Source: an optimization exercise on an open RTL-to-GDS flow (aim: small area). Production flows keep margins and buffers that such runs may drop. In this exercise RTL edits were held to simulation tests only and were not proved equivalent to the original. Power and IR drop assume default switching activity.

==> inputs of run P <==
==> flow/design.v <==
package jtpang_pkg;
  localparam int          OBJ_AW   = 9;
  localparam int unsigned OBJ_LAST = 'h1FF;
  typedef enum logic [1:0] {IDLE, REQ, XFER, LAST} obj_st_t;
endpackage
module jtframe_dual_ram_hold (
  input  logic q,
  input  logic d,
  input  logic we,
  input  logic nwe,
  output logic y
);
  assign y = (q & nwe) | (d & we);
endmodule
module jtframe_dual_ram_sel3 (
  input  logic [2:0] d,
  input  logic [2:0] s,
  output logic       y_n
);
  assign y_n = ~|(d & s);
endmodule
module jtframe_dual_ram_sel2 (
  input  logic [1:0] d,
  input  logic [1:0] s,
  output logic       y_n
);
  assign y_n = ~|(d & s);
endmodule
module jtpang_objdma #(
  parameter int          AW   = jtpang_pkg::OBJ_AW,
  parameter int unsigned LAST = jtpang_pkg::OBJ_LAST
)(
  input  logic            clk,
  input  logic            rst,
  input  logic            cen,
  input  logic            LVBL,
  input  logic            dma_go,
  output logic            busrq,
  input  logic            busak_n,
  output logic            dma_busy,
  output logic [AW-1:0]   dma_addr,
  input  logic [7:0]      dma_din,
  input  logic [AW-1:0]   rd_addr,
  output logic [7:0]      rd_data
);
  localparam int            N      = 2**AW;
  localparam int            NG     = (N + 2) / 3;    
  localparam logic [AW-1:0] LAST_A = AW'(LAST);
  jtpang_pkg::obj_st_t r_st;
  logic [AW-1:0] r_addr;
  logic          r_busy, r_pend, r_go_l, w_start_ok, w_take, w_step;
  assign w_start_ok = ~LVBL;
  assign w_take = cen && r_st == jtpang_pkg::IDLE && r_pend && w_start_ok;
  assign w_step = cen & ~busak_n;
  always_ff @(posedge clk) begin
    r_go_l <= dma_go;
    if (rst)                   r_pend <= 1'b0;
    else if (dma_go & ~r_go_l) r_pend <= 1'b1;
    else if (w_take)           r_pend <= 1'b0;
  end
  always_ff @(posedge clk) begin
    if (rst) begin
      r_st   <= jtpang_pkg::IDLE;
      r_addr <= '0;
      r_busy <= 1'b0;
    end else begin
      case (r_st)
        jtpang_pkg::IDLE: if (w_take) begin
          r_st   <= jtpang_pkg::REQ;
          r_addr <= '0;
          r_busy <= 1'b1;
        end
        jtpang_pkg::REQ: if (w_step) r_st <= jtpang_pkg::XFER;
        jtpang_pkg::XFER: if (w_step) begin
          if (r_addr == LAST_A) r_st   <= jtpang_pkg::LAST;
          else                  r_addr <= r_addr + AW'(1);
        end
        default: if (w_step) begin
          r_st   <= jtpang_pkg::IDLE;
          r_busy <= 1'b0;
        end
      endcase
    end
  end
  assign busrq    = r_busy;
  assign dma_busy = r_busy;
  assign dma_addr = r_addr;
  logic [8*N-1:0] r_mem, w_mem_nxt;    
  logic [N-1:0]   w_we, w_nwe, w_rsel;
  logic [7:0]     w_rd;
  always_comb begin
    for (int r = 0; r < N; r++) begin
      if (r == N-1) w_we[r] = ~rst & w_step & (r_st == jtpang_pkg::LAST);
      else          w_we[r] = ~rst & w_step & (r_st == jtpang_pkg::XFER) & (r_addr == AW'(r+1));
    end
  end
  assign w_nwe = ~w_we;
  for (genvar r = 0; r < N; r++) begin : g_row
    for (genvar b = 0; b < 8; b++) begin : g_bit
      jtframe_dual_ram_hold u_hold (
        .q(r_mem[8*r+b]), .d(dma_din[b]), .we(w_we[r]), .nwe(w_nwe[r]), .y(w_mem_nxt[8*r+b])
      );
    end
  end
  always_ff @(posedge clk) r_mem <= w_mem_nxt;
  always_comb
    for (int r = 0; r < N; r++) w_rsel[r] = (rd_addr == AW'(r));
  for (genvar b = 0; b < 8; b++) begin : g_rbit
    logic [NG-1:0] w_grp_n;
    for (genvar g = 0; g < NG; g++) begin : g_grp
      if (3*g + 2 < N) begin : g_3
        jtframe_dual_ram_sel3 u_sel (
          .d({r_mem[8*(3*g+2)+b], r_mem[8*(3*g+1)+b], r_mem[8*(3*g)+b]}),
          .s(w_rsel[3*g +: 3]),
          .y_n(w_grp_n[g])
        );
      end else begin : g_2
        jtframe_dual_ram_sel2 u_sel (
          .d({r_mem[8*(3*g+1)+b], r_mem[8*(3*g)+b]}),
          .s(w_rsel[3*g +: 2]),
          .y_n(w_grp_n[g])
        );
      end
    end
    assign w_rd[b] = ~&w_grp_n;
  end
  always_ff @(posedge clk) rd_data <= w_rd;
endmodule
==> flow/flow/run.sh <==
#!/bin/bash
# Standard layout (the standard.sh) with two changes:
#  - ports are buffered with buf_2 instead of the default delay-cell buffer;
#  - clock tree synthesis clusters more flip-flops per leaf buffer and adds no dummy loads.
# Make's output goes to standard.log; each ORFS step keeps its own log under orfs/logs/.
set -euo pipefail
export BUFFER_PORTS_ARGS="-buffer_cell sky130_fd_sc_hd__buf_2"
export CTS_ARGS="-sink_clustering_enable -repair_clock_nets -dont_use_dummy_load -sink_clustering_size 24 -sink_clustering_max_diameter 60"
bash standard.sh finish > standard.log 2>&1
==> flow/standard.sh <==
#!/bin/bash
# synth_recipe.tcl (not shown) runs the flow's synth.tcl, then flattens the netlist and writes it again
# the make line also repeats each setting of config.mk as NAME=value (left out here)
make -C /OpenROAD-flow-scripts/flow DESIGN_CONFIG=/design/flow/config.mk WORK_HOME=/design/flow/orfs CLKGATE_MAP_FILE= SYNTH_SCRIPT=/design/flow/synth_recipe.tcl "${@:-finish}"
==> flow/config.mk <==
export PLATFORM = sky130hd
export DESIGN_NAME = jtpang_objdma
export DESIGN_NICKNAME = jtpang_objdma
export VERILOG_FILES = /design/flow/design.v
export SDC_FILE = /design/flow/constraint.sdc
export NUM_CORES = 4
export LEC_CHECK = 0
export CAP_MARGIN = 30
export CORE_MARGIN = 2
export CORE_UTILIZATION = 50
export SETUP_SLACK_MARGIN = 0.8
export SLEW_MARGIN = 30
export SYNTH_HIERARCHICAL = 1
==> flow/constraint.sdc <==
create_clock -name core_clock -period 5.0 [get_ports {clk}]
set_input_delay 1.0000 -clock core_clock [delete_from_list [all_inputs] [get_ports {clk}]]
set_output_delay 1.0000 -clock core_clock [all_outputs]
set_load 0.01 [all_outputs]
==> inputs of run K, as changes to run P <==
==> flow/design.v (replaced) <==
package jtpang_pkg;
  localparam int          OBJ_AW   = 9;
  localparam int unsigned OBJ_LAST = 'h1FF;
  typedef enum logic [1:0] {IDLE, REQ, XFER, LAST} obj_st_t;
endpackage
module jtframe_dual_ram #(
  parameter int DW = 8,
  parameter int AW = 9
)(
  input  logic          clk,
  input  logic [DW-1:0] data0,
  input  logic [AW-1:0] addr0,
  input  logic          we0,
  input  logic [AW-1:0] addr1,
  output logic [DW-1:0] q1
);
  logic [DW-1:0] mem [2**AW];
  always_ff @(posedge clk) begin
    if (we0) mem[addr0] <= data0;
    q1 <= mem[addr1];
  end
endmodule
module jtpang_objdma #(
  parameter int          AW   = jtpang_pkg::OBJ_AW,
  parameter int unsigned LAST = jtpang_pkg::OBJ_LAST
)(
  input  logic            clk,
  input  logic            rst,
  input  logic            cen,
  input  logic            LVBL,
  input  logic            dma_go,
  output logic            busrq,
  input  logic            busak_n,
  output logic            dma_busy,
  output logic [AW-1:0]   dma_addr,
  input  logic [7:0]      dma_din,
  input  logic [AW-1:0]   rd_addr,
  output logic [7:0]      rd_data
);
  localparam logic [AW-1:0] LAST_A = AW'(LAST);
  jtpang_pkg::obj_st_t r_st, w_st_nxt;
  logic [AW-1:0] r_addr, w_addr_nxt, w_waddr;
  logic          r_busrq, w_busrq_nxt, r_busy, w_busy_nxt, r_first, w_first_nxt;
  logic          r_pend, r_go_l, w_take, w_we, w_start_ok;
  assign w_start_ok = ~LVBL;
  always_ff @(posedge clk) begin
    r_go_l <= dma_go;
    if (rst)                   r_pend <= 1'b0;
    else if (dma_go & ~r_go_l) r_pend <= 1'b1;
    else if (w_take)           r_pend <= 1'b0;
  end
  always_ff @(posedge clk) begin
    if (rst) begin
      r_st    <= jtpang_pkg::IDLE;
      r_addr  <= '0;
      r_busrq <= 1'b0;
      r_busy  <= 1'b0;
      r_first <= 1'b0;
    end else if (cen) begin
      r_st    <= w_st_nxt;
      r_addr  <= w_addr_nxt;
      r_busrq <= w_busrq_nxt;
      r_busy  <= w_busy_nxt;
      r_first <= w_first_nxt;
    end
  end
  always_comb begin
    w_st_nxt    = r_st;
    w_addr_nxt  = r_addr;
    w_busrq_nxt = r_busrq;
    w_busy_nxt  = r_busy;
    w_first_nxt = r_first;
    w_take      = 1'b0;
    w_we        = 1'b0;
    w_waddr     = r_addr - AW'(1);
    case (r_st)
      jtpang_pkg::IDLE: if (r_pend && w_start_ok) begin
        w_take      = cen;
        w_st_nxt    = jtpang_pkg::REQ;
        w_addr_nxt  = '0;
        w_busrq_nxt = 1'b1;
        w_busy_nxt  = 1'b1;
        w_first_nxt = 1'b1;
      end
      jtpang_pkg::REQ: if (!busak_n) w_st_nxt = jtpang_pkg::XFER;
      jtpang_pkg::XFER: if (!busak_n) begin
        w_we        = cen & ~rst & ~r_first;
        w_first_nxt = 1'b0;
        if (r_addr == LAST_A) w_st_nxt = jtpang_pkg::LAST;
        else                  w_addr_nxt = r_addr + AW'(1);
      end
      default: if (!busak_n) begin
        w_we        = cen & ~rst;
        w_waddr     = r_addr;
        w_st_nxt    = jtpang_pkg::IDLE;
        w_busrq_nxt = 1'b0;
        w_busy_nxt  = 1'b0;
      end
    endcase
  end
  assign busrq    = r_busrq;
  assign dma_busy = r_busy;
  assign dma_addr = r_addr;
  jtframe_dual_ram #(.DW(8), .AW(AW)) u_buf (
    .clk   (clk),
    .data0 (dma_din),
    .addr0 (w_waddr),
    .we0   (w_we),
    .addr1 (rd_addr),
    .q1    (rd_data)
  );
endmodule
==> flow/run.sh (new file) <==
#!/bin/bash
# synth_recipe.tcl (not shown) runs the flow's synth.tcl, then flattens the netlist and writes it again
# the make line also repeats each setting of config.mk as NAME=value (left out here)
make -C /OpenROAD-flow-scripts/flow DESIGN_CONFIG=/design/flow/config.mk WORK_HOME=/design/flow/orfs CLKGATE_MAP_FILE= SYNTH_SCRIPT=/design/flow/synth_recipe.tcl finish
- CAP_MARGIN: 30 -> 20
- CORE_UTILIZATION: 50 -> 45
- SETUP_SLACK_MARGIN: 0.8 -> default
- SLEW_MARGIN: 30 -> 20
- SYNTH_HIERARCHICAL: 1 -> default
removed: flow/flow/run.sh
removed: flow/standard.sh
==> results.txt <==
- Of run P and run K, run P has the higher final cell count (gap 17%, measured against run K).
- Between run K and run P, the lower clock power is in run P (gap 45%, measured against run P).
- Against run P, the count of clock-buffer cells in the layout of run K is higher by 222.
- Synthesized cell count: run P is higher than run K (about 50%).
- Sequential cell count: run K is higher than run P (1).
- Of run K and run P, run K has the higher sequential share of layout area (gap 15 points).
- In run P the fmax is smaller than in run K, by 11%.
- Critical path depth is the same in run K and run P.
- Between run K and run P, the lower final area is in run P (gap about 15%, measured against run P).

static timing again, ports no longer ideal:
How much do the figures lean on ideal ports? The routed layouts below were timed once more, with nothing changed but the port constraints.
Step 1: set_driving_cell puts a clkbuf_16 on clk and a buf_2 on each other input, an assumption about the parent block.
Step 2 moves the port delays by t, midway between the first and last clock arrival at a register: inputs arrive t later, outputs are due t later. That takes back most of the time a late clock gives input paths.
Three values: no drivers, after step 1, after step 2; two values: the first two.
| run | t, ns | slack for setup (ns) | worst setup path at the end | latest minus earliest clock arrival (ns) |
|---|---|---|---|---|
| run P | 1.023 | 0.331 / 0.405 / -0.618 | input to register | 0.077 / 0.078 |
| run K | 1.054 | 0.830 / 0.845 / -0.210 | input to register | 0.075 / 0.075 |
Met with ideal ports but missed after step 2: setup timing in run P and run K. The setup slack of run K, which loses most, moves by +0.015 ns with the drivers and by -1.040 ns with both steps.
